Context: an optimization exercise on an open-source flow, tuned for small area, a short achievable clock period and few clock cycles per item. The choices shown serve that exercise and are no tape-out recipe.
Function was checked by simulation only, so behaviour that the tests miss may differ from the original.
No activity file was given, so power comes from the tool's default toggle rates.

## v6
## trickle_interval_timer_unit
module trickle_interval_timer_unit #(
    parameter int unsigned TICKS_PER_SECOND = trk_tmr_pkg::TICKS_PER_SECOND_DEF,
    parameter int unsigned MAX_EXP          = trk_tmr_pkg::MAX_EXP_DEF
) (
    input  wire                                  i_clk,
    input  wire                                  i_rst_n,
    input  wire                                  i_in_valid,
    output logic                                 o_in_ready,
    input  wire [18:0]                           i_in,
    output logic                                 o_out_valid,
    input  wire                                  i_out_ready,
    output logic [15:0]                          o_out,
    input  wire                                  i_cfg_valid,
    output logic                                 o_cfg_ready,
    input  wire [trk_tmr_pkg::CFG_IDX_W-1:0]     i_cfg_index,
    input  wire [trk_tmr_pkg::CFG_DAT_W-1:0]     i_cfg_data
);
    localparam int unsigned EXP_W  = trk_tmr_pkg::EXP_W;
    localparam int unsigned CNT_W  = trk_tmr_pkg::CNT_W;
    localparam int unsigned TICK_W = trk_tmr_pkg::TICK_W;
  ...
Size in the first run: roughly 1100 cells after synthesis, roughly 53 I/O pins.
==> flow/config.mk <==
export PLATFORM = sky130hd
export DESIGN_NAME = trickle_interval_timer_unit
export DESIGN_NICKNAME = trickle_interval_timer_unit
export VERILOG_FILES = /design/flow/design.v
export SDC_FILE = /design/flow/constraint.sdc
export NUM_CORES = 4
export LEC_CHECK = 0
export CAP_MARGIN = 20
export CORE_MARGIN = 2
export CORE_UTILIZATION = 50
export CTS_BUF_LIST = sky130_fd_sc_hd__clkbuf_8
export GPL_TIMING_DRIVEN = 1
export PLACE_DENSITY = 0.65
export SLEW_MARGIN = 20
==> flow/constraint.sdc <==
create_clock -name core_clock -period 22.0 [get_ports {i_clk}]
set_input_delay 4.4000 -clock core_clock [delete_from_list [all_inputs] [get_ports {i_clk}]]
set_output_delay 4.4000 -clock core_clock [all_outputs]
set_load 0.01 [all_outputs]
standard.sh (not shown) runs the stock make flow with config.mk's settings and CLKGATE_MAP_FILE= SYNTH_SCRIPT=/design/flow/synth_recipe.tcl, a recipe that flattens the netlist after the stock synthesis.
==> flow/flow/run.sh <==
#!/bin/bash
# The standard layout (standard.sh: its synthesis, floorplan, placement,
# CTS and routing, with the design's SDC), with two knobs changed:
#  * timing repair keeps a setup margin, so the achieved period is pushed
#    below the design's clock period;
#  * the port buffers are plain buffers instead of the resizer's pick.
# All of make's output goes to make_finish.log in the work folder.
set -euo pipefail
MARGIN=$(awk -v p="$FLOW_PERIOD_NS" 'BEGIN { printf "%.2f", p - 5.6 }')
bash standard.sh "SETUP_SLACK_MARGIN=$MARGIN" \
    "BUFFER_PORTS_ARGS=-buffer_cell sky130_fd_sc_hd__buf_1" finish > make_finish.log 2>&1
Testbench counts of v6, summed over its fixed seeds: cycles 32,136, ops 32,000.
#### Input delta (v7 over v6)
==> flow/flow/run.sh <==
#!/bin/bash
# The standard layout (standard.sh: its synthesis, floorplan, placement,
# CTS and routing, with the design's SDC), with two knobs changed:
#  * timing repair keeps a setup margin, so the achieved period is pushed
#    below the design's clock period;
#  * the port buffers are plain buffers instead of the resizer's pick;
#  * clock tree synthesis makes fewer, larger sink clusters and no dummy loads.
# All of make's output goes to make_finish.log in the work folder.
set -euo pipefail
MARGIN=$(awk -v p="$FLOW_PERIOD_NS" 'BEGIN { printf "%.2f", p - 5.7 }')
bash standard.sh "SETUP_SLACK_MARGIN=$MARGIN" \
    "BUFFER_PORTS_ARGS=-buffer_cell sky130_fd_sc_hd__buf_1" \
    "CTS_ARGS=-sink_clustering_enable -repair_clock_nets -buf_list sky130_fd_sc_hd__clkbuf_8 -sink_clustering_size 30 -sink_clustering_max_diameter 100 -dont_use_dummy_load" \
    finish > make_finish.log 2>&1
--- a/flow/config.mk
+++ b/flow/config.mk
@@ -11,3 +11,2 @@
 export CTS_BUF_LIST = sky130_fd_sc_hd__clkbuf_8
-export GPL_TIMING_DRIVEN = 1
 export PLACE_DENSITY = 0.65
## What came out
v7 went all the way through synthesis, placement and routing and the layout is clean on timing, DRC and antenna.
v6 finished every stage and its layout cleared the timing, design-rule and antenna checks.
Per the comparison of v7 with v6, synthesis-to-layout area growth fell 5.1 points, sequential share of layout area rose 1.4 points, wire length on met3 fell 400 um, minimum period implied by the final worst setup slack rose 66 ps, arrival time of data at the critical path endpoint rose 4730 ps.
Diff v7..v6 | number of unique standard cell types used by synthesis | unchanged
The footprint of the flip-flops and latches of v7 and that of v6 are within noise of each other.
v7 consumes less power than v6 does.
Per the comparison of v7 with v6, number of cells on the worst reg-to-reg path saw a decrease; largest stage delay on the critical path saw an increase; count of max-cap constraint violations saw little to no change.


== v59 ==
trickle_interval_timer_unit again, from the RTL that the note above started with.
export LEC_CHECK = 0
export CAP_MARGIN = 20
export CORE_MARGIN = 2
export CORE_UTILIZATION = 40
export CTS_BUF_LIST = sky130_fd_sc_hd__clkbuf_8
export PLACE_DENSITY = 0.6
export SLEW_MARGIN = 20
create_clock -name core_clock -period 22.0 [get_ports {i_clk}]
==> flow/flow/run.sh <==
#!/bin/bash
# The standard layout (standard.sh: its synthesis, floorplan, placement,
# CTS and routing, with the design's SDC), with two knobs changed:
#  * timing repair keeps a setup margin, so the achieved period is pushed
#    below the design's clock period;
#  * the port buffers are plain buffers instead of the resizer's pick.
# All of make's output goes to make_finish.log in the work folder.
set -euo pipefail
MARGIN=$(awk -v p="$FLOW_PERIOD_NS" 'BEGIN { printf "%.2f", p - 5.45 }')
bash standard.sh "SETUP_SLACK_MARGIN=$MARGIN" \
    "BUFFER_PORTS_ARGS=-buffer_cell sky130_fd_sc_hd__buf_1" finish > make_finish.log 2>&1
Testbench counts of v59, summed over its fixed seeds: cycles 32,136, ops 32,000.
[inputs] v30 vs v59
Settings: PLACE_DENSITY: 0.6 -> 0.65; CORE_UTILIZATION: 40 -> 50.
--- a/flow/flow/run.sh
+++ b/flow/flow/run.sh
@@ -7,5 +7,5 @@
 # All of make's output goes to make_finish.log in the work folder.
 set -euo pipefail
-MARGIN=$(awk -v p="$FLOW_PERIOD_NS" 'BEGIN { printf "%.2f", p - 5.45 }')
+MARGIN=$(awk -v p="$FLOW_PERIOD_NS" 'BEGIN { printf "%.2f", p - 5.6 }')
 bash standard.sh "SETUP_SLACK_MARGIN=$MARGIN" \
     "BUFFER_PORTS_ARGS=-buffer_cell sky130_fd_sc_hd__buf_1" finish > make_finish.log 2>&1
--- outcome ---
Result for v30 and v59: all clean
Per the comparison of v30 with v59, final area fell 760 µm²; clock network area share saw little to no change; peak per-stage delay on the critical path shows a reduction of 0.03 ns; overall via count from detail_route decreased 366; time the final worst path needs with I/O delays and setup picked up an extra 0.076 ns.
Looking at share of cells above drive strength 1 across v30 and v59, the one that comes out lower is v30.
v30 has less setup slack than v59.
The inputs of v46 differ from those of v30 as listed below.
Settings: a change of PLACE_DENSITY from 0.65 to 0.6; a change of CORE_UTILIZATION from 50 to 40.
### Flow results
There was hardly any difference in power of the combinational group between v30 and v46.
v46 and v30 ended up with roughly the same achievable clock frequency.
Minimum hold slack in v46 vs v30: up 0.0048 ns
Time the worst path needs with I/O delays and setup, v30 and v46: lower on v46
Relative to v30, routed wire length per instance decreased by 0.77 µm in v46.
Reported for v30 and v46, post-detailed-route count of antenna-violating nets turned out identical to the last digit.
Relative to v30, the count of buffers added by post-CTS timing repair for setup of v46 is lower by 3.
Looking only at proportion of power drawn by flip-flops and latches, and setting everything else aside, the higher value of v30 and v46 goes to v30.
The final reports for v46 and v30 show multi-input logic portion of the cell area lower in the former.
The following lists how v25 was set up differently from v46:
Settings: swapping 40 for 50 in CORE_UTILIZATION; swapping 0.6 for 0.65 in PLACE_DENSITY.
--- a/flow/flow/run.sh
+++ b/flow/flow/run.sh
@@ -7,5 +7,5 @@
 # All of make's output goes to make_finish.log in the work folder.
 set -euo pipefail
-MARGIN=$(awk -v p="$FLOW_PERIOD_NS" 'BEGIN { printf "%.2f", p - 5.6 }')
+MARGIN=$(awk -v p="$FLOW_PERIOD_NS" 'BEGIN { printf "%.2f", p - 5.8 }')
 bash standard.sh "SETUP_SLACK_MARGIN=$MARGIN" \
     "BUFFER_PORTS_ARGS=-buffer_cell sky130_fd_sc_hd__buf_1" finish > make_finish.log 2>&1
Findings:
Between v25 and v46, the difference in count of port buffers added during placement is negligible.
Of v25 and v46, v25 shows the lower final weighted congestion in routability-driven placement, with v46 above it.
v25: sum of internal, switching and leakage power is 3.9% lower than what v46 reported.
Relative to v46, non-clock buffer count has decreased by about 6% in v25.
Against v46, v25 comes in 70 lower on cell count.
[compare] base=v46 new=v25: relative contribution of the clock network to total power moved down; sequential share of layout area now larger; slack of the critical path now sits lower.
Of v25 and v46, the lower routed metal-1 wire length belongs to v25.
v25 — part of the cycle the worst path needs 0.55 points higher, v46 as reference
Modified inputs, v53 compared to v25
==> flow/flow/run.sh <==
#!/bin/bash
# The standard layout (standard.sh: its synthesis, floorplan, placement,
# CTS and routing, with the design's SDC), with three knobs changed:
#  * timing repair keeps a setup margin, so the achieved period is pushed
#    below the design's clock period;
#  * the port buffers are plain buffers instead of the resizer's pick;
#  * clock tree synthesis inserts no dummy loads (same buffers and clustering
#    limits as the standard run otherwise).
# All of make's output goes to make_finish.log in the work folder.
set -euo pipefail
MARGIN=$(awk -v p="$FLOW_PERIOD_NS" 'BEGIN { printf "%.2f", p - 5.6 }')
bash standard.sh "SETUP_SLACK_MARGIN=$MARGIN" \
    "BUFFER_PORTS_ARGS=-buffer_cell sky130_fd_sc_hd__buf_1" \
    "CTS_ARGS=-sink_clustering_enable -repair_clock_nets -buf_list sky130_fd_sc_hd__clkbuf_8 -sink_clustering_size 30 -sink_clustering_max_diameter 100 -dont_use_dummy_load" \
    finish > make_finish.log 2>&1
[summary]
The power per standard cell area in v53 sits 8.8% below the value recorded for v25. In v53, the quantity of gates resized following cts came out about 120% above the value in v25. Clock latency reported for the late side of the worst-skew pair essentially unchanged between v25 and v53. On share of layout cells above drive strength 1, the lower figure sits with v25, not v53. Summary: global-route wire length before repair, v53 better than v25. v53 vs. v25: worst setup slack went up by 0.13 ns.
--- input diff v53..v26 ---
Settings: a change of PLACE_DENSITY from 0.65 to 0.6; a change of CORE_UTILIZATION from 50 to 40; a deleted CTS_BUF_LIST that had been sky130_fd_sc_hd__clkbuf_8.
==> flow/flow/run.sh <==
#!/bin/bash
# The standard layout (standard.sh: its synthesis, floorplan, placement,
# CTS and routing, with the design's SDC), with two knobs changed:
#  * timing repair keeps a setup margin, so the achieved period is pushed
#    below the design's clock period;
#  * the port buffers are plain buffers instead of the resizer's pick.
# All of make's output goes to make_finish.log in the work folder.
set -euo pipefail
MARGIN=$(awk -v p="$FLOW_PERIOD_NS" 'BEGIN { printf "%.2f", p - 5.6 }')
bash standard.sh "SETUP_SLACK_MARGIN=$MARGIN" \
    "BUFFER_PORTS_ARGS=-buffer_cell sky130_fd_sc_hd__buf_1" finish > make_finish.log 2>&1
Notes after the runs:
v26 -> v53: number of buffers added on ports delta 0, exact match
Looking at first element of the critical path, the r_exp[1] result is from v26; the r_exp[3] one comes from v53.
The worst hold slack across all endpoints of v26 exceeds that of v53 by 0.0065 ns.
v26 contains more vias than v53.
Run comparison: v26 last element of the critical path o_out[9]; v53 last element of the critical path o_out[11]

[afterwards: timing with drivers on the ports]
The results above use ideal ports. As a check the final layouts listed here were re-extracted and re-timed, cells and wires unchanged.
Step 1 assumes that a clkbuf_16 drives the clock port and a buf_2 every other input.
Step 2 also shifts input and output timing later by t, the mid clock arrival at the registers, as if the neighbouring blocks saw the same clock.
a / b / c = ideal ports / drivers / drivers and shift; a / b = the first two.
run | shift t [ns] | setup slack, ns | latest minus earliest clock arrival (ns)
v6 | 0.494 | 16.420 / 16.379 / 16.003 | 0.019 / 0.019
v7 | 0.467 | 16.355 / 16.348 / 15.908 | 0.035 / 0.034
v59 | 0.509 | 16.496 / 16.451 / 16.207 | 0.024 / 0.024
v30 | 0.494 | 16.420 / 16.379 / 16.003 | 0.019 / 0.019
v46 | 0.483 | 16.432 / 16.388 / 16.012 | 0.019 / 0.018
v25 | 0.508 | 16.311 / 16.269 / 15.967 | 0.018 / 0.018
v53 | 0.490 | 16.437 / 16.395 / 15.999 | 0.032 / 0.032
v26 | 0.469 | 16.394 / 16.346 / 16.136 | 0.013 / 0.013
After both steps every run listed still meets setup and hold. The setup slack of v7, which loses most, moves by -0.007 ns with the drivers and by -0.447 ns with both steps.
